Source: an optimization exercise on an open RTL-to-GDS flow (aim: small area). Production flows keep margins and buffers that such runs may drop.
At most, simulation tests tie the RTL to the original design; equivalence was not proved.
The clock port is modelled as an ideal driver; clocking choices that lean on that would not hold on a real chip.
No activity file was given, so power comes from the tool's default toggle rates.

Design cpuTop, start of the top module:
module cpuTop (
  input  logic        clk,
  input  logic        reset,
  input  logic [15:0] instr,
  input  logic [15:0] memRdata,
  output logic [15:0] pc,
  output logic [15:0] memAddr,
  output logic [15:0] memWdata,
  output logic        memWrite,
  output logic        memEn
);
  logic [2:0] ph;     
  logic       r2;     
  logic       clr;    
  wire [3:0] op = instr[15:12];
  wire [3:0] rd = instr[11:8];
  wire [3:0] fn = instr[7:4];
  wire [3:0] rs = instr[3:0];
  wire [7:0] imm = instr[7:0];
  wire isR    = (op == 4'd0);
  wire isScnd = (op == 4'd4);
  wire isJra  = (op == 4'd6);
  wire isLd   = (op == 4'd7);
  wire isSh   = (op == 4'd8);
  wire isSt   = (op == 4'd10);
  wire isBc   = (op == 4'd12);
  wire isJ    = (op == 4'd13);
  wire isJal  = (op == 4'd15);
  wire [3:0] code  = isR ? fn : op;
  wire aluOp  = isR || op == 4'd1 || op == 4'd2 || op == 4'd3 || op == 4'd5 ||
                op == 4'd9 || op == 4'd11 || op == 4'd14;
  wire isMul  = aluOp && code == 4'd14;
  wire isCmp  = aluOp && code == 4'd11;
  wire isAnd  = code == 4'd1;
  wire isOr   = code == 4'd2;
  wire isXor  = code == 4'd3;
  wire isNot  = isR && fn == 4'd4;
  wire isSub  = code == 4'd9 || code == 4'd11;
  wire logicOp = isAnd || isOr || isXor || isNot;
  wire cfW    = aluOp && !logicOp && !isMul && !isCmp && !(isR && fn == 4'd6);
  wire twoTurn = isLd || isMul || isSh || isSt;
  wire active  = !clr;
  wire last    = (ph == 3'd7);
  wire done    = active && last && (r2 || !twoTurn);
  always_ff @(posedge clk)
  begin
    if (reset)
    begin
      ph   <= 3'd0;
      r2   <= 1'b0;
      clr  <= 1'b1;
    end
    else
    begin
      ph   <= ph + 3'd1;
      if (last)
      begin
        r2  <= active && twoTurn && !r2;
        clr <= 1'b0;
      end
  ...
For scale: ~740 cells after synthesis, ~320 flip-flops, about 84 I/O pins.
==> flow/config.mk <==
export PLATFORM = sky130hd
export DESIGN_NAME = cpuTop
export DESIGN_NICKNAME = cpuTop
export VERILOG_FILES = /design/flow/design.v
export SDC_FILE = /design/flow/constraint.sdc
export NUM_CORES = 4
export LEC_CHECK = 0
export CAP_MARGIN = 20
export CORE_MARGIN = 2
export CORE_UTILIZATION = 65
export SLEW_MARGIN = 20
export SYNTH_HIERARCHICAL = 1
==> flow/constraint.sdc <==
create_clock -name core_clock -period 11.0 [get_ports {clk}]
set_input_delay 2.2000 -clock core_clock [delete_from_list [all_inputs] [get_ports {clk}]]
set_output_delay 2.2000 -clock core_clock [all_outputs]
set_load 0.01 [all_outputs]
standard.sh (not shown) runs the stock make flow with config.mk's settings and CLKGATE_MAP_FILE= SYNTH_SCRIPT=/design/flow/synth_recipe.tcl, a recipe that flattens the netlist after the stock synthesis.
==> flow/flow/run.sh <==
#!/bin/bash
# Own flow: the standard layout (standard.sh, with its standard
# synthesis unchanged) with three settings passed through ORFS's own
# variables:
#  - port buffers are the smallest buffer, sky130_fd_sc_hd__buf_1 (every
#    input and output port still gets its own buffer);
#  - clock tree synthesis uses clkbuf_4 clusters and adds no dummy loads;
#  - after clock tree synthesis, logic cells with timing to spare are swapped
#    for smaller cells of the same function (flow/downsize.tcl); global
#    routing's repair steps then run as usual.
# make's full output goes to flow.log here; ORFS keeps each step's log under
# orfs/logs/.
set -euo pipefail
export BUFFER_PORTS_ARGS="-buffer_cell sky130_fd_sc_hd__buf_1"
export CTS_ARGS="-sink_clustering_enable -repair_clock_nets -dont_use_dummy_load -buf_list sky130_fd_sc_hd__clkbuf_4 -sink_clustering_size 12 -sink_clustering_max_diameter 40"
export POST_CTS_TCL="$PWD/flow/downsize.tcl"
bash standard.sh > flow.log 2>&1
Other scripts of this flow, unchanged in this note and not shown: flow/flow/downsize.tcl
Edit:
--- a/flow/design.v
+++ b/flow/design.v
@@ -323,35 +323,31 @@
     acc <= {accTop, psum[15:2]};
     pb  <= rA[1];
     if (last && !r2)
       sgn <= rA[1];
   end
   always_comb
   begin
     wen = 1'b0;
     wd  = aluDig;
-    if (active)
+    if (r2)
     begin
-      if (r2)
-      begin
-        wen = 1'b1;
-        wen = !isSt;
-        if (isLd || isMul) wd = psum[1:0];
-        else            wd = shDig;
-      end
-      else if (isScnd)
-      begin
-        wen = 1'b1;
-        wd  = {1'b0, cond && ph == 3'd0};
-      end
-      else if (isJal || (aluOp && !isCmp && !isMul))
-        wen = 1'b1;   
+      wen = !isSt;
+      if (isLd || isMul) wd = psum[1:0];
+      else            wd = shDig;
     end
+    else if (isScnd)
+    begin
+      wen = 1'b1;
+      wd  = {1'b0, cond && ph == 3'd0};
+    end
+    else if (isJal || (aluOp && !isCmp && !isMul))
+      wen = 1'b1;   
   end
   wire jmp = isBc || isJ || isJal || isJra;
   logic [15:0] pcInc;
   logic [15:0] ic;
   assign ic[0] = done && !jmp;
   genvar gi;
   for (gi = 0; gi < 15; gi++)
   begin : g_inc
     ha1 u_h (.a(pc[gi]), .b(ic[gi]), .s(pcInc[gi]), .co(ic[gi + 1]));
Global-route usage goes up by 2.0 points.
Synthesized area goes up slightly.
Critical path depth stays the same.
Synthesized cell count goes up by a few percent.
Routed wire length goes up by roughly a tenth.
Design area goes up slightly.
Sequential share of layout area goes down by 0.20 points.
Count of clock-buffer cells in the layout does not change.
Die area goes up slightly.
Clock power goes up slightly.
Only the layout flow was run in the second run of this note; the RTL was not checked for function there.


cpuTop, a different RTL version from the one above (not shown whole).
For scale: roughly 750 cells after synthesis, roughly 320 flip-flops, ~84 I/O pins, roughly 11000 um^2 of cells after synthesis.
Design cpuTop, start of the top module:
module cpuTop (
  input  logic        clk,
  input  logic        reset,
  input  logic [15:0] instr,
  input  logic [15:0] memRdata,
  output logic [15:0] pc,
  output logic [15:0] memAddr,
  output logic [15:0] memWdata,
  output logic        memWrite,
  output logic        memEn
);
  logic [2:0] ph;     
  logic       r2;     
  logic       clr;    
  wire [3:0] op = instr[15:12];
  wire [3:0] rd = instr[11:8];
  wire [3:0] fn = instr[7:4];
  wire [3:0] rs = instr[3:0];
  wire [7:0] imm = instr[7:0];
  wire isR    = (op == 4'd0);
  wire isScnd = (op == 4'd4);
  wire isJra  = (op == 4'd6);
  wire isLd   = (op == 4'd7);
  wire isSh   = (op == 4'd8);
  wire isSt   = (op == 4'd10);
  wire isBc   = (op == 4'd12);
  wire isJ    = (op == 4'd13);
  wire isJal  = (op == 4'd15);
  wire [3:0] code  = isR ? fn : op;
  wire aluOp  = isR || op == 4'd1 || op == 4'd2 || op == 4'd3 || op == 4'd5 ||
                op == 4'd9 || op == 4'd11 || op == 4'd14;
  wire isMul  = aluOp && code == 4'd14;
  wire isCmp  = aluOp && code == 4'd11;
  wire isAnd  = code == 4'd1;
  wire isOr   = code == 4'd2;
  wire isXor  = code == 4'd3;
  wire isNot  = isR && fn == 4'd4;
  wire isSub  = code == 4'd9 || code == 4'd11;
  wire logicOp = isAnd || isOr || isXor || isNot;
  wire cfW    = aluOp && !logicOp && !isMul && !isCmp && !(isR && fn == 4'd6);
  wire twoTurn = isLd || isMul || isSh || isSt;
  wire active  = !clr;
  wire last    = (ph == 3'd7);
  wire done    = active && last && (r2 || !twoTurn);
  always_ff @(posedge clk)
  begin
    if (reset)
    begin
      ph   <= 3'd0;
      r2   <= 1'b0;
      clr  <= 1'b1;
    end
    else
    begin
      ph   <= ph + 3'd1;
  ...
==> flow/config.mk <==
export PLATFORM = sky130hd
export DESIGN_NAME = cpuTop
export DESIGN_NICKNAME = cpuTop
export VERILOG_FILES = /design/flow/design.v
export SDC_FILE = /design/flow/constraint.sdc
export NUM_CORES = 4
export LEC_CHECK = 0
export CAP_MARGIN = 20
export CORE_MARGIN = 2
export CORE_UTILIZATION = 65
export SLEW_MARGIN = 20
export SYNTH_HIERARCHICAL = 1
==> flow/constraint.sdc <==
create_clock -name core_clock -period 11.0 [get_ports {clk}]
set_input_delay 2.2000 -clock core_clock [delete_from_list [all_inputs] [get_ports {clk}]]
set_output_delay 2.2000 -clock core_clock [all_outputs]
set_load 0.01 [all_outputs]
==> flow/flow/downsize.tcl <==
# Sourced by ORFS at the end of clock tree synthesis (POST_CTS_TCL), before
# the CTS result is written. Global routing's own repair_design and
# repair_timing run later, in their own step, and fix any slew, capacitance
# or timing this leaves.
estimate_parasitics -placement
# Greedy downsizing: swap each logic cell for the smallest cell of the same
# family (same name up to the drive suffix, so the same function and pins)
# when setup slack stays above a margin and no max slew or capacitance
# limit is broken. Clock tree cells and port buffers are left alone.
set ds_margin 0.15e-9
set db [ord::get_db]
set block [ord::get_db_block]
set dont_use {}
if { [info exists ::env(DONT_USE_CELLS)] } { set dont_use $::env(DONT_USE_CELLS) }
array set fam {}
foreach lib [$db getLibs] {
  foreach m [$lib getMasters] {
    set n [$m getName]
    if { [regexp {^(sky130_fd_sc_hd__[a-z0-9]+(?:_[a-z][a-z0-9]*)*)_([0-9]+)$} $n -> base sz] } {
      if { [lsearch -exact $dont_use $n] < 0 } { lappend fam($base) $m }
    }
  }
}
proc ds_area { m } { return [expr { double([$m getWidth]) * [$m getHeight] }] }
proc ds_ok { margin } {
  if { [sta::worst_slack_cmd max] < $margin } { return 0 }
  if { [sta::max_slew_violation_count] > 0 } { return 0 }
  if { [sta::max_capacitance_violation_count] > 0 } { return 0 }
  return 1
}
set saved 0.0
set swaps 0
foreach inst [$block getInsts] {
  set m [$inst getMaster]
  set n [$m getName]
  set iname [$inst getName]
  if { [$inst isFixed] } { continue }
  if { [regexp {clkbuf|clkinv|clkdly|dlygate|tapvpwr|fill|decap|conb|df|dl|sdf|edf} $n] } { continue }
  if { [regexp {^(input|output)[0-9]+$} $iname] } { continue }
  if { ![regexp {^(sky130_fd_sc_hd__[a-z0-9]+(?:_[a-z][a-z0-9]*)*)_([0-9]+)$} $n -> base sz] } { continue }
  if { ![info exists fam($base)] } { continue }
  set cur [ds_area $m]
  set cands {}
  foreach c $fam($base) {
    if { [ds_area $c] < $cur } { lappend cands [list [ds_area $c] $c] }
  }
  foreach pair [lsort -real -index 0 $cands] {
    set c [lindex $pair 1]
    replace_cell $iname [$c getName]
    if { [ds_ok $ds_margin] } {
      set saved [expr { $saved + $cur - [lindex $pair 0] }]
      incr swaps
      break
    }
    replace_cell $iname $n
  }
}
puts "downsize: $swaps cells swapped, [expr {$saved / 1e6}] um2 saved"
detailed_placement
check_placement -verbose
Scripts as last shown in full above: flow/flow/run.sh
The baseline finished clean.
Rerun with:
--- a/flow/design.v
+++ b/flow/design.v
@@ -18,23 +18,21 @@
 endmodule
 module boothCell (
   input  logic acc,
   input  logic b,      
   input  logic bm1,    
   input  logic one,
   input  logic two,
   input  logic neg,
-  input  logic m,      
-  input  logic ld,     
   input  logic c,
   output logic s,
   output logic co
 );
-  wire pp = ((one & b) | (two & bm1) | (ld & m)) ^ neg;
+  wire pp = ((one & b) | (two & bm1)) ^ neg;
   fa1 u_fa (.a(acc), .b(pp), .c(c), .s(s), .co(co));
 endmodule
 module condUnit (
   input  logic [3:0] k,
   input  logic       fz,
   input  logic       fc,
   input  logic       fl,
   input  logic       fn_,
@@ -266,18 +264,17 @@
   logic        pb;     
   logic [1:0] pcDig;
   mux8c u_pc0 (.d({pc[14], pc[12], pc[10], pc[8], pc[6], pc[4], pc[2], pc[0]}), .s(ph), .y(pcDig[0]));
   mux8c u_pc1 (.d({pc[15], pc[13], pc[11], pc[9], pc[7], pc[5], pc[3], pc[1]}), .s(ph), .y(pcDig[1]));
   wire [1:0] immDig = ph[2] ? {2{imm[7]}} : imm[{ph[1:0], 1'b0} +: 2];
   wire usePc = isBc || isJal;
   wire [1:0] aD = usePc ? pcDig : rA;
   wire useImm = op == 4'd1 || op == 4'd2 || op == 4'd3 || op == 4'd5 ||
-                op == 4'd9 || op == 4'd11 || op == 4'd12 || op == 4'd14 ||
-                (isSh && fn[3:2] == 2'b00);
+                op == 4'd9 || op == 4'd11 || op == 4'd12 || op == 4'd14;
   wire [1:0] xRaw = useImm ? immDig : rB;
   wire xEn = isBc ? cond : !isJal;
   wire inv = aluOp && isSub;
   wire cin0 = inv || isJal || (isBc && !cond);
   wire c0 = (ph == 3'd0) ? cin0 : cy;
   logic [1:0] sumD, aluDig;
   logic       x1, c2;
   aluSlice u_alu (.a(aD), .x(xRaw), .xEn(xEn), .inv(inv), .c0(c0),
@@ -318,26 +315,27 @@
       mar <= marNext;
   end
   wire mulStep = isMul && r2;
   wire ldStep  = isLd && r2 && ph == 3'd0;   
   wire bLow  = pb && ph != 3'd0;
   wire bOne  = mulStep && (rA[0] ^ bLow);
   wire bTwo  = mulStep && ((rA[1] & !rA[0] & !bLow) | (!rA[1] & rA[0] & bLow));
   wire bNeg  = mulStep && rA[1] && !(rA[0] && bLow);
+  wire [15:0] accIn = acc | (ldStep ? memRdata : 16'd0);
   logic [15:0] psum;
   logic [16:0] pc_;    
   assign pc_[0] = bNeg;
   genvar gk;
   for (gk = 0; gk < 16; gk++)
   begin : g_row
-    boothCell u_c (.acc(acc[gk]), .m(memRdata[gk]), .ld(ldStep), .b(mar[gk]), .bm1(gk == 0 ? 1'b0 : mar[gk == 0 ? 0 : gk - 1]),
+    boothCell u_c (.acc(accIn[gk]), .b(mar[gk]), .bm1(gk == 0 ? 1'b0 : mar[gk == 0 ? 0 : gk - 1]),
                    .one(bOne), .two(bTwo), .neg(bNeg), .c(pc_[gk]), .s(psum[gk]), .co(pc_[gk + 1]));
   end
-  wire [4:0] amt   = mar[4:0];   
+  wire [4:0] amt   = (fn[3:2] == 2'b00) ? instr[4:0] : mar[4:0];
   wire       arith = (fn[3:1] == 3'b001) || (fn == 4'b0110);
   wire       fill  = amt[4] && arith && sgn;
   logic [1:0] shDig;
   shiftOut u_sh (.acc(acc), .aNow(rA), .amt(amt), .ph(ph), .fillBit(fill), .dig(shDig));
   wire [1:0]  accTop = (isMul || isLd) ? 2'b00 : rA;
   always_ff @(posedge clk)
   begin
     acc <= {accTop, psum[15:2]};
The new run finished with timing, DRC and antenna clean.
Routed wire length increases by 2.0%.
Final area is higher by about 1.3%.
Die area rose by about 2.6%.
Core utilization drops by 1.6 points.
Critical path depth is unchanged.
Setup slack gains 200 ps.
Count of clock-buffer cells in the layout does not change.
No functional check of the RTL was part of any run of this note.

## static timing again, ports no longer ideal
How much do the figures lean on ideal ports? The routed layouts below were timed once more, with nothing changed but the port constraints. Step 1 sets driving cells, clkbuf_16 on the clock port and buf_2 on the other inputs (assumed; they add their load-dependent delay and slew). Step 2 moves the port delays by t, midway between the first and last clock arrival at a register: inputs arrive t later, outputs are due t later. That takes back most of the time a late clock gives input paths. a / b / c = no drivers / after step 1 / after step 2; a / b = the first two.
| run | t (ns) | setup WS [ns] | hold WS [ns] | slew at the worst register clock pin (ns) | cell pins on the clock port's net |
|---|---|---|---|---|---|
| the first run of note 1 | 0.621 | 0.333 / 0.343 / -0.279 | 0.284 / 0.284 / 0.284 | 0.12 / 0.12 | 1 |
| the second run of note 1 | 0.638 | 0.358 / 0.367 / -0.271 | 0.285 / 0.285 / 0.285 | 0.12 / 0.12 | 1 |
| the first run of note 2 | 0.625 | 0.203 / 0.209 / -0.416 | 0.217 / 0.217 / 0.217 | 0.12 / 0.12 | 1 |
| the second run of note 2 | 0.643 | 0.408 / 0.424 / -0.219 | 0.261 / 0.261 / 0.261 | 0.12 / 0.12 | 1 |
Met with ideal ports but missed after step 2: setup timing in every run listed. For the second run of note 1, which loses most, drivers alone change the setup slack by +0.009 ns; drivers and shift together by -0.629 ns.
